Source: an optimization exercise on an open RTL-to-GDS flow (aim: small area, a short achievable clock period and few clock cycles per item). Production flows keep margins and buffers that such runs may drop. RTL that was checked went through simulation tests only; none was proved equivalent to the original. Only the layout flow was run in run 6; the RTL was not checked for function there. No activity file was given, so power comes from the tool's default toggle rates. No driver is modelled on the clock port, so clocking that relies on it looks cheaper here than on a real chip.

$ cat flow/run.sh
#!/bin/bash
# The standard layout, with the port buffers made from buf_2 cells
# instead of the delay buffers buffer_ports picks by default.
set -euo pipefail
export BUFFER_PORTS_ARGS="-buffer_cell sky130_fd_sc_hd__buf_2"
bash standard.sh > standard_flow.log 2>&1
$ cat standard.sh
#!/bin/bash
# synth_recipe.tcl (not shown) runs the flow's synth.tcl, then flattens the netlist and writes it again
# the make line also repeats each setting of config.mk as NAME=value (left out here)
make -C /OpenROAD-flow-scripts/flow DESIGN_CONFIG=/design/flow/config.mk WORK_HOME=/design/flow/orfs CLKGATE_MAP_FILE= SYNTH_SCRIPT=/design/flow/synth_recipe.tcl "${@:-finish}"
$ cat config.mk
export PLATFORM = sky130hd
export DESIGN_NAME = pkt_loopback_top
export DESIGN_NICKNAME = pkt_loopback_top
export VERILOG_FILES = /design/flow/design.v
export SDC_FILE = /design/flow/constraint.sdc
export NUM_CORES = 4
export LEC_CHECK = 0
export ABC_AREA = 1
export CAP_MARGIN = 20
export CORE_MARGIN = 2
export CORE_UTILIZATION = 65
export CTS_CLUSTER_DIAMETER = 100
export CTS_CLUSTER_SIZE = 28
export SETUP_SLACK_MARGIN = 3.15
export SLEW_MARGIN = 20
$ cat constraint.sdc
create_clock -name core_clock -period 5.5 [get_ports {rd_clk}]
set_input_delay 1.1000 -clock core_clock [delete_from_list [all_inputs] [get_ports {rd_clk}]]
set_output_delay 1.1000 -clock core_clock [all_outputs]
set_load 0.01 [all_outputs]
$ cat design.v
package pkt_pkg;
  localparam int DATA_W  = 64;
  localparam int EMPTY_W = 3;
  typedef logic [DATA_W-1:0]  data_t;
  typedef logic [EMPTY_W-1:0] empty_t;
  typedef struct packed {
    logic   sop;
    logic   eop;
    empty_t empty;
    data_t  data;
  } beat_t;
  typedef enum logic [1:0] {
    TX_IDLE = 2'd0,
    TX_LOAD = 2'd1,
    TX_SEND = 2'd2,
    TX_DONE = 2'd3
  } tx_state_t;
endpackage
`timescale 1ns/1ps
module pkt_loopback_top #(
  parameter int FIFO_DEPTH = 8,
  parameter int MAX_BEATS  = 16
) (
  input  logic  rd_clk,
  input  logic  rd_rst_n,
  input  logic  rx_valid,
  output logic  rx_ready,
  input  pkt_pkg::beat_t rx_beat,
  input  logic  tx_enable,
  input  logic  tx_ready,
  output logic  tx_valid,
  output pkt_pkg::beat_t tx_beat
);
  localparam int N  = MAX_BEATS;
  localparam int PW = $clog2(N);
  localparam int CW = $clog2(N + 1);
  localparam int EW = pkt_pkg::DATA_W + pkt_pkg::EMPTY_W + 1;
  logic [EW-1:0] ring [0:N-1];
  logic [PW-1:0] dh;        
  logic          dh0;       
  logic [PW-1:0] dt;        
  logic [CW-1:0] count;     
  logic [CW-1:0] ccount;    
  logic          rdy_n;     
  logic          wsel_n;    
  logic          tv;        
  pkt_pkg::beat_t ob;       
  logic          drop;      
  logic          last_eop;  
  logic          en_seen;   
  logic          empty;
  logic          one;
  logic          full;
  logic          ccnz;
  logic          cc_one;
  logic          dt1;
  logic          ovf;
  logic          acc;
  logic          store;     
  logic          discard;
  logic          commit;
  logic          take;      
  logic          fire;
  logic          new_head;
  logic          drop_nxt;
  logic          high;      
  logic [CW-1:0] count_nxt;
  logic [pkt_pkg::DATA_W-1:0] rd_data;
  logic [pkt_pkg::DATA_W-1:0] rd_inc;
  logic          rdy_0;
  logic          rdy_s;
  logic          rdy_t;
  logic          rdy_st;
  logic          wsel_s;
  logic          wsel_t;
  logic [EW-1:0] wr_ent;
  assign empty   = (count == '0);
  assign one     = (count == CW'(1));
  assign full    = (count == CW'(N));
  assign high    = (count >= CW'(N - 1));
  assign ccnz    = (ccount != '0);
  assign cc_one  = (ccount == CW'(1));
  assign dt1     = (dt == PW'(1));
  assign ovf     = full && !ccnz;
  assign acc     = rx_valid && !rdy_n;
  assign store   = acc && !drop && !ovf;
  assign discard = acc && !drop && ovf;
  assign commit  = store && rx_beat.eop;
  assign fire    = tv && tx_ready;
  assign take    = dh0 && en_seen && (!tv || tx_ready) && !empty &&
                   (ccnz || commit);
  assign new_head = store && (empty || (take && one));
  assign drop_nxt = (acc && (drop || ovf)) ? !rx_beat.eop : drop;
  always_comb begin
    count_nxt = count;
    if (discard) begin
      count_nxt = '0;
    end else if (store && !take) begin
      count_nxt = count + 1'b1;
    end else if (take && !store) begin
      count_nxt = count - 1'b1;
    end
  end
  assign rdy_0  = (full && !ccnz) || (!full && (empty || dt1));
  assign rdy_s  = !high || (!ccnz && !rx_beat.eop);
  assign rdy_t  = one || dt1;
  assign rdy_st = !full || !(rx_beat.eop || (ccnz && !cc_one));
  assign wsel_s = (count != CW'(N - 1));
  assign wsel_t = one || dt1;
  assign wr_ent = {rx_beat.eop,
                   rx_beat.eop ? rx_beat.empty : pkt_pkg::EMPTY_W'(0),
                   rx_beat.data};
  always_ff @(posedge rd_clk or negedge rd_rst_n) begin
    if (!rd_rst_n) begin
      dh       <= '0;
      dh0      <= 1'b1;
      dt       <= '0;
      count    <= '0;
      ccount   <= '0;
      rdy_n    <= 1'b0;
      wsel_n   <= 1'b0;
      tv       <= 1'b0;
      drop     <= 1'b0;
      last_eop <= 1'b1;
      en_seen  <= 1'b0;
    end else begin
      if (new_head) begin
        dh  <= PW'(N - 2);
        dh0 <= 1'b0;
      end else if (take) begin
        dh  <= '0;
        dh0 <= 1'b1;
      end else begin
        dh  <= dh - 1'b1;
        dh0 <= (dh == PW'(1));
      end
      if (store || discard || (take && one) || empty) begin
        dt <= '0;
      end else begin
        dt <= dt - 1'b1;
      end
      count <= count_nxt;
      if (commit) begin
        ccount <= count_nxt;
      end else if (take) begin
        ccount <= ccount - 1'b1;
      end
      if (drop_nxt || discard) begin
        rdy_n <= 1'b0;
      end else begin
        case ({store, take})
          2'b00:   rdy_n <= !rdy_0;
          2'b10:   rdy_n <= !rdy_s;
          2'b01:   rdy_n <= !rdy_t;
          default: rdy_n <= !rdy_st;
        endcase
      end
      if (discard) begin
        wsel_n <= 1'b0;
      end else begin
        case ({store, take})
          2'b00:   wsel_n <= !(!full && (empty || dt1));
          2'b10:   wsel_n <= !wsel_s;
          2'b01:   wsel_n <= !wsel_t;
          default: wsel_n <= full;
        endcase
      end
      tv       <= take || (tv && !tx_ready);
      en_seen  <= en_seen || tx_enable;
      drop     <= drop_nxt;
      if (take) begin
        last_eop <= ring[1][EW-1];
      end
    end
  end
  localparam int NG = pkt_pkg::DATA_W / 8;
  logic [NG-1:0] rd_grp;    
  always_ff @(posedge rd_clk) begin
    for (int g = 0; g < NG; g++) begin
      rd_grp[g] <= &ring[2][8*g +: 8];
    end
  end
  assign rd_data = ring[1][pkt_pkg::DATA_W-1:0];
  always_comb begin
    logic lo_grp;
    logic lo_bit;
    for (int g = 0; g < NG; g++) begin
      lo_grp = 1'b1;
      for (int h = 0; h < g; h++) begin
        lo_grp = lo_grp & rd_grp[h];
      end
      lo_bit = 1'b1;
      for (int b = 0; b < 8; b++) begin
        rd_inc[8*g+b] = rd_data[8*g+b] ^ (lo_grp & lo_bit);
        lo_bit = lo_bit & rd_data[8*g+b];
      end
    end
  end
  always_ff @(posedge rd_clk) begin
    for (int i = 0; i < N - 1; i++) begin
      ring[i] <= ring[i+1];
    end
    ring[N-1] <= wsel_n ? ring[0] : wr_ent;
  end
  always_ff @(posedge rd_clk or negedge rd_rst_n) begin
    if (!rd_rst_n) begin
      ob <= '0;
    end else if (take) begin
      ob <= {last_eop, ring[1][EW-1:pkt_pkg::DATA_W], rd_inc};
    end else if (fire) begin
      ob <= '0;
    end
  end
  assign rx_ready = !rdy_n;
  assign tx_valid = tv;
  assign tx_beat  = ob;
endmodule
==> impl_metrics.json, run 1 <==
{
  "end_kind": "output port",
  "drt_iter0_drc": 638,
  "crit_buf_inv": 1,
  "critPathLaunchType": "flip-flop",
  "wl_per_cell_um": 15.75,
  "cts_buffers": 48,
  "nets": 2184,
  "critPathTopFamily": "flip-flops",
  "cap_violations": 0,
  "clock_sinks": 1189,
  "wirelength_um": 41700,
  "hp-class": "flip-flop to flip-flop",
  "setup_tns_ps": 0,
  "syn_area_per_cell_um2": 14.68,
  "hold_depth": 0,
  "grt_overflow_total": 0,
  "hold-path-endpoint": "ring[5][65]",
  "clkTransAtPathRegs_ps": 110,
  "drc": 0,
  "p_leak_nw": 13.70,
  "core_area_um2": 42230,
  "cts_tree": "built",
  "synth_area_um2": 27960,
  "hold_violations": 0,
  "synth_top_area_cell": "dfxtp_1",
  "finalSetupViolCount": 0,
  "r2r-start": "count[0]",
  "slowest_stage": "dfrtp_1",
  "synth-edff-count": 0,
  "min_period_ps": 2298,
  "met1_usage_pct": 26.66,
  "synth_top_area_share_pct": 78.41,
  "min_from": "ring[6][65]",
  "status": "no timing/DRC/antenna violations",
  "synth_area_leaders": "dfxtp_1 78%, dfrtp_1 8.2%, nand2_1 4.4%",
  "fmax_mhz": 435.2,
  "path_cells": "buf_2",
  "met3_usage_pct": 2.774,
  "synth_flop_cell": "dfxtp_1",
  "dieArea_um2": 44690,
  "synthArstFlopShare_pct": 7.906,
  "grt_start_max_net_pins": 69,
  "cts_buffer_depth": 3,
  "reg2reg_to": "ob[57]",
  "worst_pin_slew_ps": 938.2,
  "rr_worst_depth": 10,
  "p_total_mw": 20.60,
  "powerDensity_nw_per_um2": 668.3,
  "slowest_delay_ps": 440,
  "grt_pass1_wl_um": 62800,
  "synth_cells": 1905,
  "synth_fp_nets": 2004,
  "yosysWarnings": 2,
  "critPathArrivalTime_ps": 1200,
  "skew_ps": 28.34,
  "place_congestion": 0.7927,
  "report.final.slew_viol_count": 0,
  "synthDistinctLibCells": 42,
  "drt_first_pass_iters": 4,
  "vias": 12574,
  "critPathKind": "flip-flop to output port",
  "start_util_pct": 66.20,
  "clock_latency_ps": 610,
  "n_antenna_cell": 0,
  "dp_hpwl_um": 23980,
  "grt-busiest-layer": "met2",
  "antenna_found_initial": 0,
  "grt.met2_usage_pct": 28.38,
  "reg2reg_slack_ps": 3270,
  "synth-seq-cells": 1189,
  "required_ps": 4400,
  "post_drt_via_cell_ratio": 4.748,
  "drive_gt1_share_pct": 12.99,
  "io_pins": 145,
  "die_h_um": 211.4,
  "cts.htree.levels": 2,
  "num_rows": 75,
  "ys_seq_area_share_pct": 86.83,
  "grt.total_usage_pct": 18.25,
  "slew_headroom_pct": 37.45,
  "synth_most_common_cell": "dfxtp_1",
  "syn2layout_area_growth_pct": 10.26,
  "vdd_drop_max_uv": 436.2,
  "cts_root_buf": "clkbuf_16",
  "cp_max_fo": 2,
  "synth.cells.most_frequent": "1095 x dfxtp_1, 325 x nand2_1, 92 x dfrtp_1",
  "grt_pass1_vias": 12132,
  "rsz0062_at_grt": "yes",
  "io_buffers": 143,
  "period_share_pct": 41.78,
  "die_w_um": 211.4,
  "drtAntennaViolNets": 0
}
## cells by family (layout without fill, tap and decap cells)
family	Yosys count	count (layout)	synth area share [%]
DFF	1189	1189	86.83
and+or+nand+nor	479	480	7.635
AOI/OAI and AO/OA	101	101	2.497
buffers and inverters	95	298	1.414
adders and majority gates	25	25	1.119
xor gates and xnor gates	16	16	0.5013
## per-layer routing
layer	share of wire [%]	up-vias
met5	0	-
met4	2.1	0
met3	3.1	61
met2	45	177
met1	50	5993
li1	-	6343
## area by class of cell
cell class                 instances  area, µm²
clock buffer                      73       1316
clock inverter                     1      16.27
fill                            2772      11400
inverter                          63      262.8
multi-input combinational        622       3349
sequential                      1189      24280
tap                              539      674.4
timing repair buffer             159      912.1
timing repair inverter             2      17.52
## worst reg2reg max path: stages (launching register included)
cell and delay, ps:
dfrtp_1 450, inv_2 90, ha_2 220, nand3_2 140, nand4_4 200, inv_1 160
nand2_4 110, nand2_8 120, bufinv_16 230, clkbuf_16 200, a32o_1 210
## report_power, final
group	internal, mW	leakage [nW]	switching [mW]	total [mW]
Combinational	0.904	2.68	1.52	2.42
Sequential	12.8	10.4	1.31	14.1
Clock	1.68	0.639	2.36	4.03
Total	15.4	13.7	5.19	20.6
## state kept, by name (all words and copies together) (netlist names), 4 cells and up
name	flops
count	5
rd_grp	7
ring	1088
dt	4
ccount	5
dh	4
ob	69
## layout by cell type (no fill, tap or decap), drive strengths merged
cell type  synthesis  layout
dfxtp           1095    1095
nand2            334     334
buf               16     157
dfrtp             92      92
clkbuf            16      75
inv               63      65
nor2              64      65
o21ai             36      36
nand3             35      35
ha                25      25
nand4             21      21
a22o              20      20
or2               14      14
a32o              13      13
o31ai             13      13
a21oi             13      13
xor2               8       8
xnor2              8       8
nor3               6       6
a31oi              5       5
nor3b              3       3
dfstp              2       2
nand3b             1       1
nor4               1       1
bufinv             0       1
a31o               1       1
## repair_timing
item,4_1_cts,5_1_grt
setup endpoints to repair,93,64
hold buffers,0,0
resized for setup,12,17
pin swaps,1,1
setup buffers,3,5
cloned,1,4
## stage by stage
step | util (%) | setup WS [ps] | hold WS [ps] | area [µm²] | instances
5_1_grt | 73.00 | 3130 | 323.5 | 30830 | 2648
6_report | 73.00 | 3202 | 318.0 | 30830 | 2648
3_5_place_dp | 69.24 | 2182 | 312.1 | 29240 | 2561
2_1_floorplan | - | 3175 | 309.6 | 27960 | 1905
3_3_place_gp | 69.24 | 2247 | 310.0 | 29240 | 2561
4_1_cts | 72.58 | 3118 | 320.6 | 30650 | 2639
## how the worst max path moves through the flow
stage	startpoint	endpoint	slack, ps	cells past startpoint
floorplan	rx_valid	ccount[2]	3170	11
global placement	rx_valid	ob[61]	2250	8
detailed placement	rx_valid	last_eop	2180	8
CTS	count[0]	ob[53]	3120	13
global route	count[0]	ob[52]	3130	13
finish	ob[43]	tx_beat[43]	3200	1
Testbench counts, summed over its fixed seeds: cycles 14,877, items 14,749.
==> run 2, diff against run 1 <==
--- a/config.mk
+++ b/config.mk
@@ -11,5 +11,6 @@
 export CORE_UTILIZATION = 65
 export CTS_CLUSTER_DIAMETER = 100
 export CTS_CLUSTER_SIZE = 28
+export GPL_ROUTABILITY_DRIVEN = 0
 export SETUP_SLACK_MARGIN = 3.15
 export SLEW_MARGIN = 20
==> run 2 against run 1 <==
Still clean on timing, DRC and antenna. Cell count unchanged. Die area unchanged. Clock power about the same. Clock skew is the same. Core utilization is the same. Critical path type unchanged. Via count stayed put. Wire length did not move. Sequential share of layout area unchanged. Design area stayed put. Worst setup slack unchanged.
==> impl_metrics.json, run 2 <==
{
  "fmax_mhz": 435.2,
  "skew_ps": 28.34,
  "vias": 12574,
  "synth_top_area_share_pct": 78.41,
  "synthDistinctLibCells": 42,
  "final_util_pct": 73.00,
  "period_share_pct": 41.78,
  "cts_buffers": 48,
  "rsz0062_at_grt": "yes",
  "io_buffers": 143,
  "cap_violations": 0,
  "wirelength_um": 41700,
  "report.final.slew_viol_count": 0,
  "die_w_um": 211.4,
  "dieArea_um2": 44690,
  "syn2layout_area_growth_pct": 10.26,
  "dp_hpwl_um": 23980,
  "drt_iter0_drc": 638,
  "drt_first_pass_iters": 4,
  "synthArstFlopShare_pct": 7.906,
  "final_area_um2": 30830,
  "vdd_drop_max_uv": 436.2,
  "cts.htree.levels": 2,
  "synth_most_common_cell": "dfxtp_1",
  "p_leak_nw": 13.70,
  "antenna_found_initial": 0,
  "synth_top_area_cell": "dfxtp_1",
  "critPathTopFamily": "flip-flops",
  "hp-class": "flip-flop to flip-flop",
  "drtAntennaViolNets": 0,
  "clock_latency_ps": 610,
  "io_pins": 145,
  "cts_tree": "built",
  "crit_buf_inv": 1,
  "power.share.sequential_pct": 68.7,
  "slowest_stage": "dfrtp_1",
  "synth_cells": 1905,
  "drive_gt1_share_pct": 12.99,
  "top_regs": "ring x1088, ob x69, rd_grp x7",
  "path_cells": "buf_2",
  "largest_reg_flops": 1088,
  "num_rows": 75,
  "cts_buffer_depth": 3,
  "core_area_um2": 42230,
  "post_drt_via_cell_ratio": 4.748,
  "worst_pin_slew_ps": 938.2,
  "start_util_pct": 66.20,
  "critPathLaunchType": "flip-flop",
  "grt_overflow_total": 0,
  "synth_flop_cell": "dfxtp_1",
  "grt_pass1_vias": 12132,
  "p_int_mw": 15.41,
  "yosysWarnings": 2,
  "reg2reg_slack_ps": 3270,
  "synth.cells.most_frequent": "1095 x dfxtp_1, 325 x nand2_1, 92 x dfrtp_1",
  "largest_register": "ring",
  "finalSetupViolCount": 0,
  "final_cell_mix": "1095 x dfxtp_1, 322 x nand2_1, 141 x buf_2",
  "synth_area_um2": 27960,
  "setup_tns_ps": 0,
  "grt_pass1_wl_um": 62800,
  "ys_seq_area_share_pct": 86.83,
  "final_common_cell": "dfxtp_1",
  "comb_power_share_pct": 11.8,
  "synth_fp_nets": 2004,
  "synth-seq-cells": 1189,
  "pwr-share-clk_pct": 19.6,
  "slowest_delay_ps": 440,
  "slew_headroom_pct": 37.45,
  "nets": 2184,
  "p_total_mw": 20.60,
  "wl_per_cell_um": 15.75,
  "drc": 0,
  "end_kind": "output port",
  "grt.total_usage_pct": 18.25,
  "cts_root_buf": "clkbuf_16",
  "hold_violations": 0,
  "swShare_pct": 25.21,
  "syn_area_per_cell_um2": 14.68,
  "status": "no timing/DRC/antenna violations",
  "grt_start_max_net_pins": 69,
  "critPathArrivalTime_ps": 1200,
  "switchingPower_mw": 5.193,
  "placed_area_um2": 29240,
  "synth-edff-count": 0,
  "clock_sinks": 1189,
  "min_period_ps": 2298,
  "clkTransAtPathRegs_ps": 110,
  "required_ps": 4400,
  "critPathKind": "flip-flop to output port",
  "powerDensity_nw_per_um2": 668.3,
  "synth_area_leaders": "dfxtp_1 78%, dfrtp_1 8.2%, nand2_1 4.4%",
  "die_h_um": 211.4,
  "n_antenna_cell": 0,
  "cp_max_fo": 2,
  "ctsHoldBuffers": 0
}
run 2: cells by family (layout without fill, tap and decap cells):
| kind of cell | count (synthesis) | count (layout) | share of synthesized area, % |
|---|---|---|---|
| buf+inv | 95 | 298 | 1.414 |
| xor+xnor | 16 | 16 | 0.5013 |
| compound gates | 101 | 101 | 2.497 |
| flops | 1189 | 1189 | 86.83 |
| fa+ha+maj | 25 | 25 | 1.119 |
| simple gates | 479 | 480 | 7.635 |
run 2: power groups by stage:
stage / Clock, mW / Combinational, mW / Sequential (mW)
global route: 4.45 / 2.67 / 14.6
floorplan: 0 / 1.35 / 13.9
CTS: 4.15 / 2.23 / 14.2
global placement: 0 / 2.07 / 14.2
finish: 4.03 / 2.42 / 14.1
detailed placement: 0 / 2.12 / 14.3
run 2: layer usage:
metal	wire length, µm	GRT usage, %	part of all wire (%)	vias up
li1	-	-	-	6343
met1	20900	26.66	50	5993
met2	18620	28.38	45	177
met3	1301	2.774	3.1	61
met4	882	5.852	2.1	0
met5	0	0	0	-
run 2: layout make-up:
class	instances	area [µm²]
Sequential cell	1189	24280
Fill cell	2772	11400
Multi-Input combinational cell	622	3349
Clock buffer	73	1316
Timing Repair Buffer	159	912.1
Tap cell	539	674.4
Inverter	63	262.8
Timing Repair inverter	2	17.52
Clock inverter	1	16.27
run 2: final timing paths:
| check | from | end | depth (start not counted) |
|---|---|---|---|
| setup / recovery | ob[43] | tx_beat[43] | 1 |
| hold / removal | ring[6][65] | ring[5][65] | 0 |
| setup reg to reg | count[0] | ob[57] | 10 |
| hold reg to reg | ring[6][65] | ring[5][65] | 0 |
| max in group asynchronous | rd_rst_n | last_eop | 2 |
| min in group asynchronous | rd_rst_n | ob[17] | 1 |
run 2: stage by stage:
step / std cells / hold WS, ps / setup slack [ps]
after floorplan: 1905 / 309.6 / 3175
after global placement: 2561 / 310.0 / 2247
after detailed placement: 2561 / 312.1 / 2182
after CTS: 2639 / 320.6 / 3118
after global routing: 2648 / 323.5 / 3130
final: 2648 / 318.0 / 3202
run 2: what timing repair did:
| action | in CTS | in global routing |
|---|---|---|
| cloned | 1 | 4 |
| setup endpoints to repair | 93 | 64 |
| pin swaps | 1 | 1 |
| setup buffers | 3 | 5 |
| resized for setup | 12 | 17 |
==> run 3, diff against run 2 <==
--- a/config.mk
+++ b/config.mk
@@ -9,8 +9,7 @@
 export CAP_MARGIN = 20
 export CORE_MARGIN = 2
 export CORE_UTILIZATION = 65
-export CTS_CLUSTER_DIAMETER = 100
-export CTS_CLUSTER_SIZE = 28
-export GPL_ROUTABILITY_DRIVEN = 0
+export CTS_CLUSTER_DIAMETER = 60
+export CTS_CLUSTER_SIZE = 34
 export SETUP_SLACK_MARGIN = 3.15
 export SLEW_MARGIN = 20
==> run 3 against run 2 <==
Still clean. Core utilization grew 0.70 points. Fmax shrank 0.65%. Total power grew 2.2%. Clock skew shrank 11 ps. Clock-buffer cell count shrank 14. Global-route usage is essentially flat. Register-to-register slack is essentially flat. Synthesized cell count is the same. Critical path depth is the same. Via count is essentially flat. Clock power grew 11%. Non-clock buffer count shrank 2. Largest cell class unchanged. Largest power group unchanged.
==> impl_metrics.json, run 3 <==
{
  "path_cells": "buf_2",
  "critPathTopFamily": "flip-flops",
  "start_util_pct": 66.20,
  "dp_hpwl_um": 23980,
  "cts_buffer_depth": 3,
  "clock_sinks": 1189,
  "die_h_um": 211.4,
  "syn_area_per_cell_um2": 14.68,
  "ctsHoldBuffers": 0,
  "synth_top_area_share_pct": 78.41,
  "slowest_stage": "dfrtp_1",
  "drtAntennaViolNets": 0,
  "synth_most_common_cell": "dfxtp_1",
  "crit_buf_inv": 1,
  "final_common_cell": "dfxtp_1",
  "min_period_ps": 2313,
  "power.share.sequential_pct": 67.2,
  "drt_first_pass_iters": 4,
  "synthArstFlopShare_pct": 7.906,
  "swShare_pct": 25.78,
  "fmax_mhz": 432.4,
  "synth_fp_nets": 2004,
  "drc": 0,
  "critPathArrivalTime_ps": 1210,
  "io_pins": 145,
  "vias": 12582,
  "num_rows": 75,
  "period_share_pct": 42.05,
  "skew_ps": 17.19,
  "hold_violations": 0,
  "core_area_um2": 42230,
  "syn2layout_area_growth_pct": 11.32,
  "grt.total_usage_pct": 18.21,
  "cts_root_buf": "clkbuf_16",
  "n_antenna_cell": 0,
  "clock_latency_ps": 610,
  "largest_register": "ring",
  "end_kind": "output port",
  "cp_max_fo": 2,
  "largest_reg_flops": 1088,
  "report.final.slew_viol_count": 0,
  "worst_pin_slew_ps": 947.2,
  "nFillCells": 2740,
  "clkTransAtPathRegs_ps": 110,
  "powerDensity_nw_per_um2": 676.5,
  "vdd_drop_max_uv": 404.4,
  "die_w_um": 211.4,
  "grt_pass1_vias": 12147,
  "final_util_pct": 73.70,
  "place_congestion": 0.7927,
  "status": "no timing/DRC/antenna violations",
  "drt_iter0_drc": 681,
  "nets": 2181,
  "wirelength_um": 41700,
  "antenna_found_initial": 0,
  "synth_top_area_cell": "dfxtp_1",
  "synth-seq-cells": 1189,
  "synth_area_leaders": "dfxtp_1 78%, dfrtp_1 8.2%, nand2_1 4.4%",
  "p_int_mw": 15.63,
  "cts.htree.levels": 2,
  "slew_headroom_pct": 36.86,
  "finalSetupViolCount": 0,
  "grt_pass1_wl_um": 62850,
  "grt_start_max_net_pins": 69,
  "final_cell_mix": "1095 x dfxtp_1, 322 x nand2_1, 141 x buf_2",
  "cts_buffers": 47,
  "synthDistinctLibCells": 42,
  "drive_gt1_share_pct": 14.13,
  "yosysWarnings": 2,
  "ys_seq_area_share_pct": 86.83,
  "synth.cells.most_frequent": "1095 x dfxtp_1, 325 x nand2_1, 92 x dfrtp_1",
  "synth-edff-count": 0,
  "cap_violations": 0,
  "hp-class": "flip-flop to flip-flop",
  "synth_area_um2": 27960,
  "io_buffers": 143,
  "switchingPower_mw": 5.427,
  "critPathKind": "flip-flop to output port",
  "synth_cells": 1905,
  "reg2reg_slack_ps": 3260,
  "comb_power_share_pct": 11.5,
  "slowest_delay_ps": 450,
  "critPathLaunchType": "flip-flop",
  "top_regs": "ring x1088, ob x69, rd_grp x7",
  "rsz0062_at_grt": "yes",
  "wl_per_cell_um": 15.71,
  "dieArea_um2": 44690,
  "required_ps": 4400,
  "synth_flop_cell": "dfxtp_1",
  "p_leak_nw": 13.84,
  "grt_overflow_total": 0,
  "cts_tree": "built",
  "pwr-share-clk_pct": 21.3,
  "setup_tns_ps": 0,
  "post_drt_via_cell_ratio": 4.739
}
-- run 3: kinds of logic after synthesis --
family          after synthesis  synth area share, %
compound gates              101                2.497
xor+xnor                     16               0.5013
flops                      1189                86.83
buf+inv                      95                1.414
fa+ha+maj                    25                1.119
simple gates                479                7.635
-- run 3: per-layer routing --
metal  vias up  track usage [%]  part of all wire (%)
met5         -                0                     0
met4         0            5.974                   2.1
met3        54            2.819                   3.6
met2       208            28.04                    44
met1      5984            26.79                    50
li1       6336                -                     -
-- run 3: worst paths after layout --
| path | from | end | depth (start not counted) |
|---|---|---|---|
| setup / recovery | ob[43] | tx_beat[43] | 1 |
| hold / removal | ring[10][14] | ring[9][14] | 0 |
| setup reg to reg | ccount[0] | ob[49] | 12 |
| hold reg to reg | ring[10][14] | ring[9][14] | 0 |
| max in group asynchronous | rd_rst_n | last_eop | 2 |
| min in group asynchronous | rd_rst_n | ob[28] | 1 |
-- run 3: metrics by stage --
step | worst slack (ps) | power (mW) | hold slack (ps) | cells | area (µm²)
6_report | 3187 | 21.05 | 318.7 | 2655 | 31120
5_1_grt | 3137 | 22.13 | 322.9 | 2655 | 31120
4_1_cts | 3134 | 21.02 | 321.5 | 2648 | 30960
3_5_place_dp | 2182 | 16.44 | 312.1 | 2561 | 29240
3_3_place_gp | 2247 | 16.24 | 310.0 | 2561 | 29240
2_1_floorplan | 3175 | 15.23 | 309.6 | 1905 | 27960
-- run 3: repair_timing --
action / in CTS / in global routing
endpoints found under the hold margin: 0 / 0
resized for setup: 13 / 14
buffers inserted: 3 / 3
pin swaps: 1 / 0
gates cloned: 1 / 4
setup endpoints to repair: 93 / 50
-- run 3: area by class of cell --
type | instances | area [µm²] | area share [%]
timing repair buffer | 157 | 909.6 | 2.923
timing repair inverter | 2 | 17.52 | 0.05628
sequential | 1189 | 24280 | 78.01
multi-input combinational | 622 | 3344 | 10.75
clock inverter | 24 | 300.3 | 0.9649
inverter | 63 | 262.8 | 0.8443
tap | 539 | 674.4 | 2.167
clock buffer | 59 | 1336 | 4.294
-- run 3: power groups by stage --
stage               sequential, mW  combinational (mW)  clock (mW)
floorplan                     13.9                1.35           0
global placement              14.2                2.07           0
detailed placement            14.3                2.12           0
CTS                           14.2                2.23        4.58
global route                  14.6                2.67        4.89
finish                        14.1                2.42        4.48
==> run 4, diff against run 3 <==
--- a/design.v
+++ b/design.v
@@ -43,6 +43,7 @@
   logic [CW-1:0] ccount;    
   logic          rdy_n;     
   logic          wsel_n;    
+  logic          wsel;      
   logic          tv;        
   pkt_pkg::beat_t ob;       
   logic          drop;      
@@ -119,6 +120,7 @@
       ccount   <= '0;
       rdy_n    <= 1'b0;
       wsel_n   <= 1'b0;
+      wsel     <= 1'b1;
       tv       <= 1'b0;
       drop     <= 1'b0;
       last_eop <= 1'b1;
@@ -157,12 +159,25 @@
       end
       if (discard) begin
         wsel_n <= 1'b0;
+        wsel   <= 1'b1;
       end else begin
         case ({store, take})
-          2'b00:   wsel_n <= !(!full && (empty || dt1));
-          2'b10:   wsel_n <= !wsel_s;
-          2'b01:   wsel_n <= !wsel_t;
-          default: wsel_n <= full;
+          2'b00:   begin
+            wsel_n <= !(!full && (empty || dt1));
+            wsel   <= !full && (empty || dt1);
+          end
+          2'b10:   begin
+            wsel_n <= !wsel_s;
+            wsel   <= wsel_s;
+          end
+          2'b01:   begin
+            wsel_n <= !wsel_t;
+            wsel   <= wsel_t;
+          end
+          default: begin
+            wsel_n <= full;
+            wsel   <= !full;
+          end
         endcase
       end
       tv       <= take || (tv && !tx_ready);
@@ -200,7 +215,7 @@
     for (int i = 0; i < N - 1; i++) begin
       ring[i] <= ring[i+1];
     end
-    ring[N-1] <= wsel_n ? ring[0] : wr_ent;
+    ring[N-1] <= (ring[0] & {EW{wsel_n}}) | (wr_ent & {EW{wsel}});
   end
   always_ff @(posedge rd_clk or negedge rd_rst_n) begin
     if (!rd_rst_n) begin
--- a/config.mk
+++ b/config.mk
@@ -9,7 +9,8 @@
 export CAP_MARGIN = 20
 export CORE_MARGIN = 2
 export CORE_UTILIZATION = 65
-export CTS_CLUSTER_DIAMETER = 60
-export CTS_CLUSTER_SIZE = 34
+export CTS_CLUSTER_DIAMETER = 100
+export CTS_CLUSTER_SIZE = 28
+export GPL_TIMING_DRIVEN = 0
 export SETUP_SLACK_MARGIN = 3.15
 export SLEW_MARGIN = 20
==> run 4 against run 3 <==
Clock skew grew 7.5 ps. First-iteration DRC count down 7.6%. Via count fell by 2.4%. Total power down 2.4%. Highest routed layer is now met5. Non-clock buffer count increased by 20. Largest power group unchanged. Flip-flop and latch count rose by 1. Combinational power fell by 2%.
==> impl_metrics.json, run 4 <==
{
  "status": "no timing/DRC/antenna violations",
  "hold-path-endpoint": "ring[7][65]",
  "die_w_um": 211.0,
  "final_cells": 2528,
  "synth_fp_nets": 1871,
  "synth_area_um2": 27860,
  "slew_headroom_pct": 59.52,
  "synth_top_area_cell": "dfxtp_1",
  "critPathArrivalTime_ps": 1210,
  "final_cell_mix": "1095 x dfxtp_1, 143 x buf_2, 131 x nand2_1",
  "syn2layout_area_growth_pct": 9.961,
  "largest_reg_flops": 1088,
  "drc": 0,
  "drt_first_pass_iters": 5,
  "ys_seq_area_share_pct": 87.23,
  "nFillCells": 2764,
  "cts_root_buf": "clkbuf_16",
  "io_buffers": 142,
  "synth_flop_cell": "dfxtp_1",
  "synth-edff-count": 0,
  "critPathTopFamily": "flip-flops",
  "synth_area_leaders": "dfxtp_1 79%, dfrtp_1 8.3%, a22o_1 2.7%",
  "clock_latency_ps": 610,
  "cts_buffer_depth": 3,
  "top_regs": "ring x1088, ob x69, rd_grp x7",
  "drive_gt1_share_pct": 13.47,
  "syn_area_per_cell_um2": 15.72,
  "rr_worst_depth": 4,
  "report.final.slew_viol_count": 0,
  "finalSetupViolCount": 0,
  "period_share_pct": 41.96,
  "slowest_stage": "dfrtp_1",
  "core_area_um2": 42130,
  "largest_register": "ring",
  "min_from": "ring[8][65]",
  "vias": 12274,
  "critPathLaunchType": "flip-flop",
  "yosysWarnings": 2,
  "setup_tns_ps": 0,
  "reg2reg_slack_ps": 3280,
  "crit_buf_inv": 1,
  "grt_start_max_net_pins": 72,
  "dp_cells": 2454,
  "powerDensity_nw_per_um2": 670.6,
  "antenna_found_initial": 1,
  "post_drt_via_cell_ratio": 4.855,
  "n_antenna_cell": 0,
  "final_common_cell": "dfxtp_1",
  "num_rows": 75,
  "synth_cells": 1772,
  "synth_top_area_share_pct": 78.68,
  "placed_area_um2": 29280,
  "die_h_um": 211.0,
  "grt_pass1_vias": 12159,
  "grt.total_usage_pct": 19.64,
  "hp-class": "flip-flop to flip-flop",
  "drt_iter0_drc": 629,
  "hold_depth": 0,
  "worst_pin_slew_ps": 607.2,
  "nets": 2065,
  "io_pins": 145,
  "path_depth": 1,
  "reg2reg_to": "ring[15][60]",
  "critPathKind": "flip-flop to output port",
  "wirelength_um": 43030,
  "clock_sinks": 1190,
  "path_cells": "buf_2",
  "grt_pass1_wl_um": 65940,
  "place_congestion": 0.8116,
  "cts_buffers": 48,
  "drtAntennaViolNets": 0,
  "rsz0062_at_grt": "yes",
  "start_util_pct": 66.12,
  "synthDistinctLibCells": 46,
  "cp_max_fo": 2,
  "r2r-start": "wsel",
  "vdd_drop_max_uv": 453.3,
  "dp_hpwl_um": 27630,
  "synth_most_common_cell": "dfxtp_1",
  "skew_ps": 24.73,
  "wl_per_cell_um": 17.02,
  "hold_violations": 0,
  "final_area_um2": 30640,
  "clkTransAtPathRegs_ps": 110,
  "p_leak_nw": 13.37,
  "dieArea_um2": 44530,
  "end_kind": "output port",
  "min_period_ps": 2308,
  "required_ps": 4400,
  "fmax_mhz": 433.3,
  "cts.htree.levels": 2,
  "synth.cells.most_frequent": "1095 x dfxtp_1, 131 x nand2_1, 92 x dfrtp_1",
  "synthArstFlopShare_pct": 7.983,
  "grt_overflow_total": 0,
  "ctsHoldBuffers": 0,
  "cap_violations": 0,
  "cts_tree": "built",
  "synth-seq-cells": 1190,
  "p_total_mw": 20.54,
  "slowest_delay_ps": 440
}
-- run 4: cell count changes after synthesis, moves of 3 or more --
cell,previous run,this run
a21oi_1,13,8
a22o_1,20,85
a32o_1,13,16
buf_2,10,5
buf_4,1,8
buf_6,3,0
nand2_1,325,131
nand3_1,30,26
-- run 4: cell families (layout without fill, tap and decap cells) --
family,Yosys count,after routing,share of synthesized area (%)
buffers and inverters,95,312,1.500
AO/OA/AOI/OAI,167,167,4.684
adder cells (fa/ha/maj),25,25,1.123
flip-flops,1190,1190,87.23
XOR/XNOR,16,16,0.5030
AND/OR/NAND/NOR,279,279,4.963
-- run 4: worst max-delay path by stage --
stage | end | from | slack (ps)
final | tx_beat[52] | ob[52] | 3190
after global routing | tx_beat[52] | ob[52] | 3150
after CTS | rx_ready | rdy_n | 3160
after detailed placement | ob[68] | rx_valid | 2420
after global placement | ob[25] | rd_rst_n | 2160
after floorplan | ccount[0] | rx_beat[67] | 3180
-- run 4: what timing repair did --
action / CTS / global route
cloned: 0 / 0
setup endpoints to repair: 38 / 47
hold endpoints to repair: 0 / 0
pin swaps: 0 / 0
gates resized for setup: 5 / 6
setup buffers: 1 / 0
-- run 4: metal layers --
| metal | global-route usage, % | vias up | wire [µm] |
|---|---|---|---|
| met1 | 27.04 | 5891 | 20270 |
| li1 | - | 6097 | - |
| met5 | 0 | - | 13 |
| met3 | 4.237 | 74 | 1966 |
| met2 | 30.68 | 210 | 19410 |
| met4 | 7.868 | 2 | 1373 |
-- run 4: area by class of cell --
type                    count  area [µm²]  share of cell area [%]
plain buffers              33       193.9                  0.6330
clock buffers              72        1313                   4.284
clock inverters             1       16.27                 0.05309
inverters                  62       235.2                  0.7678
multi-input cells         487        3143                   10.26
flip-flops and latches   1190       24300                   79.33
well taps                 539       674.4                   2.201
repair buffers            144       758.2                   2.475
-- run 4: power breakdown --
group	switching [mW]	internal (mW)	total, mW
registers	1.35	12.8	14.1
clock network	2.37	1.67	4.04
logic	1.43	0.937	2.37
-- run 4: metrics by stage --
stage | hold WS [ps] | setup WS (ps) | utilization, %
3_3_place_gp | 309.6 | 2163 | 69.41
5_1_grt | 326.7 | 3146 | 72.71
6_report | 319.6 | 3192 | 72.71
2_1_floorplan | 309.6 | 3181 | -
4_1_cts | 314.2 | 3159 | 72.69
3_5_place_dp | 312.1 | 2419 | 69.49
Testbench counts of run 4, summed over its fixed seeds: cycles 14,877, items 14,749.
==> run 5, diff against run 4 <==
--- a/config.mk
+++ b/config.mk
@@ -11,6 +11,5 @@
 export CORE_UTILIZATION = 65
 export CTS_CLUSTER_DIAMETER = 100
 export CTS_CLUSTER_SIZE = 28
-export GPL_TIMING_DRIVEN = 0
 export SETUP_SLACK_MARGIN = 3.15
 export SLEW_MARGIN = 20
==> run 5 against run 4 <==
Combinational power is 4% lower. Register-to-register slack improved by 60 ps. Synthesized area stayed put. Design area hardly changed. Largest power group unchanged.
==> impl_metrics.json, run 5 <==
{
  "critPathArrivalTime_ps": 1190,
  "grt_pass1_wl_um": 63370,
  "period_share_pct": 41.58,
  "end_kind": "output port",
  "powerDensity_nw_per_um2": 668.2,
  "comb_power_share_pct": 11.1,
  "top_regs": "ring x1088, ob x69, rd_grp x7",
  "yosysWarnings": 2,
  "post_drt_via_cell_ratio": 4.824,
  "largest_reg_flops": 1088,
  "final_area_um2": 30660,
  "drc": 0,
  "io_pins": 145,
  "cp_max_fo": 2,
  "synth_area_leaders": "dfxtp_1 79%, dfrtp_1 8.3%, a22o_1 2.7%",
  "wirelength_um": 41230,
  "syn2layout_area_growth_pct": 10.05,
  "drt_iter0_drc": 746,
  "critPathTopFamily": "flip-flops",
  "synthDistinctLibCells": 46,
  "syn_area_per_cell_um2": 15.72,
  "slowest_stage": "dfrtp_1",
  "slew_headroom_pct": 37.53,
  "clock_latency_ps": 600,
  "grt_start_max_net_pins": 64,
  "grt_pass1_vias": 11811,
  "synth-seq-cells": 1190,
  "power.share.sequential_pct": 69.2,
  "num_rows": 75,
  "final_cell_mix": "1095 x dfxtp_1, 141 x buf_2, 131 x nand2_1",
  "fmax_mhz": 437.3,
  "dieArea_um2": 44530,
  "synth-edff-count": 0,
  "largest_register": "ring",
  "cts.htree.levels": 2,
  "cts_buffer_depth": 3,
  "placed_area_um2": 29110,
  "min_period_ps": 2287,
  "critPathKind": "flip-flop to output port",
  "clock_sinks": 1190,
  "synth_fp_nets": 1871,
  "critPathLaunch": "ob[23]",
  "min_from": "ring[3][61]",
  "synth_flop_cell": "dfxtp_1",
  "synth.cells.most_frequent": "1095 x dfxtp_1, 131 x nand2_1, 92 x dfrtp_1",
  "dp_hpwl_um": 23930,
  "hold_violations": 0,
  "report.final.slew_viol_count": 0,
  "finalSetupViolCount": 0,
  "final_common_cell": "dfxtp_1",
  "swShare_pct": 24.86,
  "grt_overflow_total": 0,
  "cap_violations": 0,
  "required_ps": 4400,
  "nets": 2053,
  "slowest_delay_ps": 430,
  "crit_buf_inv": 1,
  "nFillCells": 2716,
  "drt_first_pass_iters": 4,
  "p_total_mw": 20.49,
  "r2r-start": "ccount[0]",
  "synth_cells": 1772,
  "rsz0062_at_grt": "no",
  "p_leak_nw": 13.36,
  "drtAntennaViolNets": 0,
  "hp-class": "flip-flop to flip-flop",
  "path_cells": "buf_2",
  "switchingPower_mw": 5.092,
  "synth_top_area_share_pct": 78.68,
  "synthArstFlopShare_pct": 7.983,
  "rr_worst_depth": 16,
  "reg2reg_to": "ccount[4]",
  "die_w_um": 211.0,
  "synth_area_um2": 27860,
  "hold-path-endpoint": "ring[2][61]",
  "ys_seq_area_share_pct": 87.23,
  "vias": 12156,
  "antenna_found_initial": 1,
  "io_buffers": 143,
  "core_area_um2": 42130,
  "wl_per_cell_um": 16.36,
  "reg2reg_slack_ps": 3340,
  "pwr-share-clk_pct": 19.7,
  "hold_depth": 0,
  "status": "no timing/DRC/antenna violations",
  "setup_tns_ps": 0,
  "cts_buffers": 48,
  "n_antenna_cell": 0,
  "die_h_um": 211.0,
  "cts_root_buf": "clkbuf_16",
  "skew_ps": 20.65,
  "p_int_mw": 15.39,
  "start_util_pct": 66.12,
  "synth_most_common_cell": "dfxtp_1",
  "synth_top_area_cell": "dfxtp_1",
  "worst_pin_slew_ps": 937.0,
  "drive_gt1_share_pct": 14.08,
  "place_congestion": 0.7686,
  "cts_tree": "built",
  "clkTransAtPathRegs_ps": 100,
  "grt.total_usage_pct": 18.69,
  "critPathLaunchType": "flip-flop",
  "vdd_drop_max_uv": 477.8
}
==> run 5: cell types whose count changed in the layout (fill, tap and decap cells not counted), moves of 3 or more <==
| cell | change |
|---|---|
| buf_4 | +11 |
| nor2_4 | +3 |
| inv_1 | -3 |
| buf_1 | -3 |
| clkbuf_4 | -3 |
| clkbuf_1 | -8 |
==> run 5: worst max path at each step <==
| stage | endpoint | depth (start not counted) |
|---|---|---|
| 3_3_place_gp | rdy_n | 10 |
| 4_1_cts | tx_beat[23] | 1 |
| 5_1_grt | tx_beat[23] | 1 |
| 2_1_floorplan | ccount[0] | 8 |
| 6_report | tx_beat[23] | 1 |
| 3_5_place_dp | rdy_n | 10 |
==> run 5: repair_timing <==
item                       4_1_cts  5_1_grt
buffers inserted                10        5
hold buffers                     0        0
gates resized for setup         11       10
setup endpoints to repair       93       49
cloned                           3        0
pin swaps                        2        1
==> run 5: layout make-up <==
type / instances / area (µm²) / share of cell area (%)
Tap cell: 539 / 674.4 / 2.200
Multi-Input combinational cell: 489 / 3207 / 10.46
Clock inverter: 1 / 16.27 / 0.05305
Timing Repair inverter: 1 / 11.26 / 0.03673
Sequential cell: 1190 / 24300 / 79.27
Timing Repair Buffer: 162 / 867.1 / 2.828
Inverter: 62 / 252.7 / 0.8243
Clock buffer: 76 / 1328 / 4.330
==> run 5: worst reg2reg max path, stage by stage, from the launching register on <==
cell and delay [ps]:
dfrtp_1 410, inv_1 110, ha_2 210, nand2_1 90, nor2_4 130, nand2_2 100
nand3_4 120, nand2_4 110, nand2_8 110, buf_4 170, nand3_1 90, nand2_1 70
inv_1 40, nand3_1 100, nand2_1 80, nand2_1 80, nand2_1 50
==> run 5: per-stage QoR <==
step	util (%)	hold slack (ps)	cells	setup slack, ps
5_1_grt	72.77	323.9	2520	3154
2_1_floorplan	-	309.6	1772	3181
6_report	72.77	322.4	2520	3213
3_5_place_dp	69.08	312.1	2425	2016
3_3_place_gp	69.08	309.6	2425	2052
4_1_cts	72.61	323.1	2515	3153
==> run 5: cell families after synthesis <==
group / Yosys count / share of synthesized area, %
DFF: 1190 / 87.23
adders and majority gates: 25 / 1.123
xor gates and xnor gates: 16 / 0.5030
AOI/OAI and AO/OA: 167 / 4.684
buffers and inverters: 95 / 1.500
and+or+nand+nor: 279 / 4.963
==> run 5: power groups by stage <==
stage,Sequential (mW),Combinational [mW],Clock [mW]
CTS,14.2,2.25,4.17
global placement,14.2,1.98,0
global route,14.6,2.49,4.46
detailed placement,14.3,2.04,0
floorplan,13.8,1.41,0
finish,14.2,2.27,4.04
==> run 5: routing by layer <==
metal / track usage [%] / up-vias / part of all wire (%)
met5: 0 / - / 0.032
met4: 6.144 / 2 / 2.4
met3: 3.197 / 69 / 3.5
met2: 29.29 / 183 / 45
met1: 26.80 / 5832 / 49
li1: - / 6070 / -
==> run 6, diff against run 5 <==
--- a/design.v
+++ b/design.v
@@ -61,7 +61,6 @@
   logic          discard;
   logic          commit;
   logic          take;      
-  logic          fire;
   logic          new_head;
   logic          drop_nxt;
   logic          high;      
@@ -87,7 +86,6 @@
   assign store   = acc && !drop && !ovf;
   assign discard = acc && !drop && ovf;
   assign commit  = store && rx_beat.eop;
-  assign fire    = tv && tx_ready;
   assign take    = dh0 && en_seen && (!tv || tx_ready) && !empty &&
                    (ccnz || commit);
   assign new_head = store && (empty || (take && one));
@@ -220,10 +218,9 @@
   always_ff @(posedge rd_clk or negedge rd_rst_n) begin
     if (!rd_rst_n) begin
       ob <= '0;
-    end else if (take) begin
-      ob <= {last_eop, ring[1][EW-1:pkt_pkg::DATA_W], rd_inc};
-    end else if (fire) begin
-      ob <= '0;
+    end else begin
+      ob <= ({last_eop, ring[1][EW-1:pkt_pkg::DATA_W], rd_inc} & {$bits(ob){take}}) |
+            (ob & {$bits(ob){!tx_ready}});
     end
   end
   assign rx_ready = !rdy_n;
==> run 6 against run 5 <==
Hold slack about the same. Flip-flop and latch count unchanged. Total power decreased by 0.62%. Design area decreased by 0.58%. Worst setup slack improved by 1.8 ps. Largest cell class unchanged. Synthesized cell count increased by 0.45%.
==> impl_metrics.json, run 6 <==
{
  "dp_hpwl_um": 23490,
  "die_h_um": 210.7,
  "largest_reg_flops": 1088,
  "ys_seq_area_share_pct": 87.50,
  "hp-class": "flip-flop to flip-flop",
  "yosysWarnings": 2,
  "drt_iter0_drc": 663,
  "cts_buffers": 48,
  "skew_ps": 15.23,
  "end_kind": "output port",
  "drive_gt1_share_pct": 12.46,
  "status": "no timing/DRC/antenna violations",
  "cts_tree": "built",
  "critPathTopFamily": "flip-flops",
  "dp_cells": 2435,
  "drt_first_pass_iters": 5,
  "syn_area_per_cell_um2": 15.60,
  "syn2layout_area_growth_pct": 9.758,
  "post_drt_via_cell_ratio": 4.822,
  "top_regs": "ring x1088, ob x69, rd_grp x7",
  "grt_pass1_wl_um": 62620,
  "report.final.slew_viol_count": 0,
  "required_ps": 4400,
  "io_pins": 145,
  "synth_area_um2": 27770,
  "slew_headroom_pct": 42.30,
  "min_period_ps": 2285,
  "synth_most_common_cell": "dfxtp_1",
  "start_util_pct": 66.06,
  "largest_register": "ring",
  "grt_pass1_vias": 11861,
  "grt-busiest-layer": "met2",
  "synth_area_leaders": "dfxtp_1 79%, dfrtp_1 8.3%, a22o_1 2.6%",
  "rsz0062_at_grt": "yes",
  "synthArstFlopShare_pct": 7.983,
  "fmax_mhz": 437.6,
  "setup_tns_ps": 0,
  "place_congestion": 0.8111,
  "cap_violations": 0,
  "final_area_um2": 30480,
  "antenna_found_initial": 2,
  "wl_per_cell_um": 16.06,
  "placed_area_um2": 29060,
  "hold_violations": 0,
  "final_common_cell": "dfxtp_1",
  "grt_overflow_total": 0,
  "path_cells": "buf_2",
  "synth.cells.most_frequent": "1095 x dfxtp_1, 139 x nand2_1, 92 x dfrtp_1",
  "vdd_drop_max_uv": 400.7,
  "dieArea_um2": 44400,
  "synthDistinctLibCells": 41,
  "grt_start_max_net_pins": 70,
  "slowest_stage": "dfrtp_1",
  "grt.total_usage_pct": 18.28,
  "crit_buf_inv": 1,
  "final_cells": 2517,
  "cp_max_fo": 2,
  "critPathKind": "flip-flop to output port",
  "nets": 2051,
  "synth_top_area_cell": "dfxtp_1",
  "period_share_pct": 41.55,
  "synth-seq-cells": 1190,
  "powerDensity_nw_per_um2": 667.9,
  "drtAntennaViolNets": 0,
  "finalSetupViolCount": 0,
  "final_util_pct": 72.51,
  "critPathArrivalTime_ps": 1190,
  "grt.met2_usage_pct": 28.30,
  "p_leak_nw": 13.33,
  "die_w_um": 210.7,
  "ctsHoldBuffers": 0,
  "synth_top_area_share_pct": 78.93,
  "clock_latency_ps": 600,
  "clock_sinks": 1190,
  "met3_usage_pct": 2.959,
  "synth_fp_nets": 1879,
  "cts_root_buf": "clkbuf_16",
  "drc": 0,
  "synth-edff-count": 0,
  "wirelength_um": 40430,
  "io_buffers": 143,
  "synth_flop_cell": "dfxtp_1",
  "clkTransAtPathRegs_ps": 100,
  "synth_cells": 1780,
  "final_cell_mix": "1095 x dfxtp_1, 141 x buf_2, 139 x nand2_1",
  "cts_buffer_depth": 3,
  "vias": 12138,
  "critPathLaunchType": "flip-flop",
  "num_rows": 75,
  "worst_pin_slew_ps": 865.5,
  "cts.htree.levels": 2,
  "slowest_delay_ps": 430,
  "met1_usage_pct": 26.43,
  "core_area_um2": 42040
}
run 6: final cells by class:
cell class / instances / area (µm²)
Sequential cell: 1190 / 24300
Fill cell: 2796 / 11560
Multi-Input combinational cell: 490 / 3099
Clock buffer: 71 / 1309
Timing Repair Buffer: 150 / 777.0
Tap cell: 539 / 674.4
Inverter: 71 / 285.3
Clock inverter: 1 / 16.27
Antenna cell: 4 / 10.01
Timing Repair inverter: 1 / 8.758
run 6: final timing paths:
check | slack, ps | end | depth (start not counted) | start
worst max-delay path | 3210 | tx_beat[66] | 1 | ob[66]
worst min-delay path | 320 | ring[8][63] | 0 | ring[9][63]
worst max register to register | 3320 | ob[20] | 11 | count[0]
worst min register to register | 320 | ring[8][63] | 0 | ring[9][63]
max in group asynchronous | 3780 | wsel_n | 2 | rd_rst_n
min in group asynchronous | 470 | ob[67] | 1 | rd_rst_n
run 6: repair_timing:
action | CTS | global route
gates resized for setup | 7 | 3
gates cloned | 2 | 1
endpoints found under the setup margin | 56 | 17
buffers inserted | 0 | 3
pin swaps | 1 | 1
run 6: power by group:
part	internal [mW]	switching, mW
Clock	1.67	2.37
Combinational	0.845	1.21
Sequential	12.9	1.40
Total	15.4	4.99
run 6: cell families after synthesis:
group           after synthesis  share of synthesized area (%)
xor+xnor                     26                         0.8199
fa+ha+maj                    25                          1.126
compound gates              169                          4.537
simple gates                268                          4.546
flops                      1190                          87.50
buf+inv                     102                          1.469
run 6: per-layer routing:
layer / vias to the layer above / wire [µm]
met5: - / 0
li1: 6045 / -
met2: 159 / 18150
met1: 5862 / 19980
met3: 72 / 1253
met4: 0 / 1051
run 6: through the flow:
step | setup slack, ps | hold slack [ps] | total power, mW
2_1_floorplan | 3205 | 309.6 | 15.16
3_3_place_gp | 1567 | 309.8 | 16.20
3_5_place_dp | 1510 | 312.1 | 16.39
4_1_cts | 3155 | 324.6 | 20.53
5_1_grt | 3105 | 329.1 | 21.44
6_report | 3215 | 322.2 | 20.36
==> run 7, diff against run 6 <==
--- a/design.v
+++ b/design.v
@@ -219,8 +219,8 @@
     if (!rd_rst_n) begin
       ob <= '0;
     end else begin
-      ob <= ({last_eop, ring[1][EW-1:pkt_pkg::DATA_W], rd_inc} & {$bits(ob){take}}) |
-            (ob & {$bits(ob){!tx_ready}});
+      ob <= ({last_eop, ring[1][EW-1:pkt_pkg::DATA_W], rd_inc} & {(EW + 1){take}}) |
+            (ob & {(EW + 1){!tx_ready}});
     end
   end
   assign rx_ready = !rdy_n;
==> run 7 against run 6 <==
Still clean on timing, DRC and antenna. Core utilization unchanged. Critical path depth unchanged. Non-clock buffer count unchanged. Register-to-register slack about the same. Combinational power about the same. Clock power about the same. Worst setup slack unchanged. Largest cell class unchanged.
==> impl_metrics.json, run 7 <==
{
  "cp_max_fo": 2,
  "nFillCells": 2796,
  "p_leak_nw": 13.33,
  "finalSetupViolCount": 0,
  "cts_buffer_depth": 3,
  "wirelength_um": 40430,
  "post_drt_via_cell_ratio": 4.822,
  "critPathLaunchType": "flip-flop",
  "num_rows": 75,
  "final_common_cell": "dfxtp_1",
  "drc": 0,
  "core_area_um2": 42040,
  "top_regs": "ring x1088, ob x69, rd_grp x7",
  "io_pins": 145,
  "vias": 12138,
  "synth_fp_nets": 1879,
  "powerDensity_nw_per_um2": 667.9,
  "hold_violations": 0,
  "skew_ps": 15.23,
  "clock_latency_ps": 600,
  "synthDistinctLibCells": 41,
  "synth_flop_cell": "dfxtp_1",
  "cts_root_buf": "clkbuf_16",
  "vdd_drop_max_uv": 400.7,
  "final_cell_mix": "1095 x dfxtp_1, 141 x buf_2, 139 x nand2_1",
  "rr_worst_depth": 11,
  "critPathKind": "flip-flop to output port",
  "drt_iter0_drc": 663,
  "synth_cells": 1780,
  "rsz0062_at_grt": "yes",
  "synth-seq-cells": 1190,
  "largest_register": "ring",
  "placed_area_um2": 29060,
  "min_period_ps": 2285,
  "ctsHoldBuffers": 0,
  "grt_start_max_net_pins": 70,
  "cts_buffers": 48,
  "status": "no timing/DRC/antenna violations",
  "critPathTopFamily": "flip-flops",
  "slowest_stage": "dfrtp_1",
  "io_buffers": 143,
  "synth-edff-count": 0,
  "slew_headroom_pct": 42.30,
  "path_depth": 1,
  "syn2layout_area_growth_pct": 9.758,
  "nets": 2051,
  "cts.htree.levels": 2,
  "synth_area_leaders": "dfxtp_1 79%, dfrtp_1 8.3%, a22o_1 2.6%",
  "synth_area_um2": 27770,
  "clkTransAtPathRegs_ps": 100,
  "hp-class": "flip-flop to flip-flop",
  "required_ps": 4400,
  "grt.total_usage_pct": 18.28,
  "clock_sinks": 1190,
  "grt_pass1_wl_um": 62620,
  "cap_violations": 0,
  "grt_pass1_vias": 11861,
  "final_area_um2": 30480,
  "antenna_found_initial": 2,
  "start_util_pct": 66.06,
  "wl_per_cell_um": 16.06,
  "drt_first_pass_iters": 5,
  "synth.cells.most_frequent": "1095 x dfxtp_1, 139 x nand2_1, 92 x dfrtp_1",
  "ys_seq_area_share_pct": 87.50,
  "setup_tns_ps": 0,
  "end_kind": "output port",
  "path_cells": "buf_2",
  "dp_hpwl_um": 23490,
  "synth_most_common_cell": "dfxtp_1",
  "crit_buf_inv": 1,
  "report.final.slew_viol_count": 0,
  "synthArstFlopShare_pct": 7.983,
  "dieArea_um2": 44400,
  "hold_depth": 0,
  "grt_overflow_total": 0,
  "largest_reg_flops": 1088,
  "drtAntennaViolNets": 0,
  "yosysWarnings": 2,
  "critPathArrivalTime_ps": 1190,
  "fmax_mhz": 437.6,
  "syn_area_per_cell_um2": 15.60,
  "synth_top_area_share_pct": 78.93,
  "die_h_um": 210.7,
  "period_share_pct": 41.55,
  "place_congestion": 0.8111,
  "die_w_um": 210.7,
  "slowest_delay_ps": 430,
  "worst_pin_slew_ps": 865.5,
  "drive_gt1_share_pct": 12.46,
  "synth_top_area_cell": "dfxtp_1",
  "cts_tree": "built"
}
[run 7: cell counts after synthesis]
No cell type changed its count.
[run 7: cell type report]
class	instances	area [µm²]	area share [%]
inverter	71	285.3	0.9358
clock buffer	71	1309	4.293
timing repair buffer	150	777.0	2.549
sequential	1190	24300	79.73
multi-input combinational	490	3099	10.17
clock inverter	1	16.27	0.05336
timing repair inverter	1	8.758	0.02873
antenna	4	10.01	0.03284
tap	539	674.4	2.212
[run 7: logic make-up (layout without fill, tap and decap cells)]
kind of cell	after synthesis	count (layout)	share of synthesized area (%)
AO/OA/AOI/OAI	169	169	4.537
XOR/XNOR	26	26	0.8199
adder cells (fa/ha/maj)	25	25	1.126
buffers and inverters	102	294	1.469
flip-flops	1190	1190	87.50
other	0	4	0
AND/OR/NAND/NOR	268	270	4.546
[run 7: metal layers]
metal | up-vias | track usage (%) | routed length [µm]
li1 | 6045 | - | -
met1 | 5862 | 26.43 | 19980
met2 | 159 | 28.30 | 18150
met3 | 72 | 2.959 | 1253
met4 | 0 | 6.605 | 1051
met5 | - | 0 | 0
[run 7: per-stage QoR]
stage	util, %	total power [mW]	hold WS (ps)	worst slack (ps)	instances
finish	72.51	20.36	322.2	3215	2517
global placement	69.11	16.20	309.8	1567	2435
detailed placement	69.11	16.39	312.1	1510	2435
floorplan	-	15.16	309.6	3205	1780
CTS	72.38	20.53	324.6	3155	2509
global route	72.50	21.44	329.1	3105	2515
[run 7: timing repair]
action,in CTS,in global routing
cloned,2,1
buffers inserted,0,3
endpoints found under the setup margin,56,17
resized for setup,7,3
pin swaps,1,1
[run 7: report_power, final]
group          total [mW]  leakage, nW  switching [mW]  internal, mW
clock network        4.05        0.637            2.37          1.67
logic                2.06         2.31            1.21         0.845
registers            14.3         10.4            1.40          12.9
[run 7: path summary, 6_finish.rpt]
check / start / endpoint / slack (ps)
max: ob[66] / tx_beat[66] / 3210
min in group asynchronous: rd_rst_n / ob[67] / 470
min reg2reg: ring[9][63] / ring[8][63] / 320
min: ring[9][63] / ring[8][63] / 320
max reg2reg: count[0] / ob[20] / 3320
max in group asynchronous: rd_rst_n / wsel_n / 3780
Testbench counts of run 7, summed over its fixed seeds: cycles 14,877, items 14,749.
==> run 8, diff against run 7 <==
==> flow/run.sh (replaced) <==
#!/bin/bash
# The standard layout, with the port buffers made from buf_2 cells
# instead of the delay buffers buffer_ports picks by default, and clock
# tree synthesis without dummy loads.
set -euo pipefail
export BUFFER_PORTS_ARGS="-buffer_cell sky130_fd_sc_hd__buf_2"
export CTS_ARGS="-sink_clustering_enable -repair_clock_nets -sink_clustering_size 32 -sink_clustering_max_diameter 90 -dont_use_dummy_load"
bash standard.sh > standard_flow.log 2>&1
==> run 8 against run 7 <==
Still clean on timing, DRC and antenna. Clock power fell by 9.1%. Clock-buffer cell count decreased by 28. Combinational power about the same. Non-clock buffer count down 1. Synthesized cell count unchanged. Design area shrank 0.82%. Register-to-register slack got worse by 30 ps. Via count shrank 1.4%. Largest power group unchanged.
==> impl_metrics.json, run 8 <==
{
  "post_drt_via_cell_ratio": 4.812,
  "critPathKind": "flip-flop to output port",
  "vias": 11968,
  "holdWs_ps": 279.4,
  "critPathLaunchType": "flip-flop",
  "largest_register": "ring",
  "slowest_delay_ps": 390,
  "slowest_stage": "dfrtp_1",
  "final_util_pct": 71.91,
  "wl_per_cell_um": 15.95,
  "syn2layout_area_growth_pct": 8.857,
  "yosysWarnings": 2,
  "grt_overflow_total": 0,
  "syn_area_per_cell_um2": 15.60,
  "ys_seq_area_share_pct": 87.50,
  "synth_most_common_cell": "dfxtp_1",
  "synth_area_um2": 27770,
  "switchingPower_mw": 4.855,
  "synth-edff-count": 0,
  "fmax_mhz": 439.3,
  "synth_flop_cell": "dfxtp_1",
  "synth_top_area_cell": "dfxtp_1",
  "power.share.sequential_pct": 71.3,
  "vdd_drop_max_uv": 346.5,
  "final_cell_mix": "1095 x dfxtp_1, 142 x buf_2, 139 x nand2_1",
  "drc": 0,
  "min_period_ps": 2276,
  "worst_pin_slew_ps": 859.9,
  "skew_ps": 54.88,
  "synth_cells": 1780,
  "p_int_mw": 15.12,
  "cts_buffer_depth": 3,
  "slew_headroom_pct": 42.68,
  "clock_latency_ps": 590,
  "powerDensity_nw_per_um2": 660.6,
  "path_cells": "inv_2 -> buf_2",
  "grt.total_usage_pct": 17.96,
  "num_rows": 75,
  "synth-seq-cells": 1190,
  "crit_buf_inv": 2,
  "dieArea_um2": 44400,
  "io_pins": 145,
  "setup_tns_ps": 0,
  "synth_fp_nets": 1879,
  "pwr-share-clk_pct": 18.4,
  "synth_top_area_share_pct": 78.93,
  "clock_sinks": 1190,
  "core_area_um2": 42040,
  "drt_iter0_drc": 673,
  "cts_tree": "built",
  "dp_hpwl_um": 23490,
  "hold_violations": 0,
  "ctsHoldBuffers": 0,
  "p_total_mw": 19.97,
  "synthDistinctLibCells": 41,
  "cp_max_fo": 2,
  "synth_area_leaders": "dfxtp_1 79%, dfrtp_1 8.3%, a22o_1 2.6%",
  "finalSetupViolCount": 0,
  "final_cells": 2487,
  "synth.cells.most_frequent": "1095 x dfxtp_1, 139 x nand2_1, 92 x dfrtp_1",
  "die_w_um": 210.7,
  "period_share_pct": 41.38,
  "dp_cells": 2435,
  "status": "no timing/DRC/antenna violations",
  "cts_buffers": 43,
  "hp-class": "flip-flop to flip-flop",
  "start_util_pct": 66.06,
  "nets": 2045,
  "clkTransAtPathRegs_ps": 110,
  "grt_pass1_vias": 11797,
  "end_kind": "output port",
  "p_leak_nw": 13.22,
  "wirelength_um": 39660,
  "rsz0062_at_grt": "yes",
  "largest_reg_flops": 1088,
  "critPathTopFamily": "flip-flops",
  "synthArstFlopShare_pct": 7.983,
  "place_congestion": 0.8111,
  "report.final.slew_viol_count": 0,
  "antenna_found_initial": 2,
  "drtAntennaViolNets": 0,
  "cts.htree.levels": 2,
  "cap_violations": 0,
  "comb_power_share_pct": 10.3,
  "swShare_pct": 24.31,
  "drt_first_pass_iters": 6,
  "required_ps": 4400,
  "critPathArrivalTime_ps": 1180,
  "cts_root_buf": "clkbuf_16",
  "io_buffers": 143,
  "grt_pass1_wl_um": 61700,
  "final_common_cell": "dfxtp_1",
  "top_regs": "ring x1088, ob x69, rd_grp x7",
  "die_h_um": 210.7,
  "drive_gt1_share_pct": 12.24,
  "grt_start_max_net_pins": 70
}
==> run 8: cell counts after synthesis <==
No cell type changed its count.
==> run 8: power by group through the flow <==
stage	Clock (mW)	Sequential [mW]	Combinational (mW)
finish	3.68	14.2	2.05
global route	4.08	14.7	2.27
CTS	3.78	14.3	2.04
detailed placement	0	14.4	1.95
global placement	0	14.3	1.91
floorplan	0	13.9	1.23
==> run 8: routing by layer <==
| layer | vias up | track usage (%) | part of all wire, % |
|---|---|---|---|
| met1 | 5735 | 26.10 | 49 |
| li1 | 6007 | - | - |
| met5 | - | 0 | 0 |
| met3 | 75 | 3.048 | 3.9 |
| met4 | 0 | 5.367 | 2.5 |
| met2 | 151 | 28.05 | 45 |
==> run 8: kinds of logic (layout without fill, tap and decap cells) <==
family,count (synthesis),in the layout,synth area share [%]
flops,1190,1190,87.50
simple gates,268,270,4.546
compound gates,169,169,4.537
buf+inv,102,264,1.469
xor+xnor,26,26,0.8199
fa+ha+maj,25,25,1.126
other cells,0,4,0
==> run 8: area by class of cell <==
class                      instances  area (µm²)
inverter                          71       285.3
timing repair buffer             149       775.7
multi-input combinational        490        3099
clock buffer                      43        1076
fill                            2816       11810
timing repair inverter             1       8.758
tap                              539       674.4
antenna                            4       10.01
sequential                      1190       24300
==> run 8: per-stage QoR <==
step	worst slack (ps)	area, µm²
2_1_floorplan	3205	27770
3_3_place_gp	1567	29060
3_5_place_dp	1510	29060
4_1_cts	3168	30180
5_1_grt	3123	30230
6_report	3224	30230
==> run 8: final timing paths <==
path	startpoint	endpoint	slack, ps	depth (start not counted)
setup reg to reg	count[0]	wsel_n	3290	12
min in group asynchronous	rd_rst_n	ob[68]	490	1
hold reg to reg	ring[7][61]	ring[6][61]	280	0
hold / removal	ring[7][61]	ring[6][61]	280	0
setup / recovery	rdy_n	rx_ready	3220	2
max in group asynchronous	rd_rst_n	wsel_n	3770	2
==> run 8: what timing repair did <==
item | CTS | global route
setup endpoints to repair | 56 | 15
gates resized for setup | 7 | 2
buffers inserted | 0 | 2
pin swaps | 1 | 1
gates cloned | 2 | 1

==> what the ideal ports hide <==
In the flow no input, the clock included, has a driving cell. The finished layouts below were timed again as built, in two steps.
Step 1 sets driving cells, clkbuf_16 on the clock port and buf_2 on the other inputs (assumed; they add their load-dependent delay and slew).
Step 2 moves the port delays by t, midway between the first and last clock arrival at a register: inputs arrive t later, outputs are due t later. That takes back most of the time a late clock gives input paths.
Three values: ideal ports, drivers, drivers and shift; two values: the first two.
run | t, ns | setup slack, ns | cell pins on the clock port's net
run 1 | 0.650 | 3.202 / 3.144 / 2.716 | 1
run 2 | 0.650 | 3.202 / 3.144 / 2.716 | 1
run 3 | 0.656 | 3.187 / 3.131 / 2.710 | 1
run 4 | 0.654 | 3.192 / 3.136 / 2.672 | 1
run 5 | 0.648 | 3.213 / 3.156 / 2.678 | 1
run 6 | 0.650 | 3.215 / 3.160 / 2.721 | 1
run 7 | 0.650 | 3.215 / 3.160 / 2.721 | 1
run 8 | 0.625 | 3.224 / 3.167 / 2.737 | 1
After both steps every run listed still meets setup and hold. The setup slack of run 5, which loses most, moves by -0.057 ns with the drivers and by -0.535 ns with both steps.
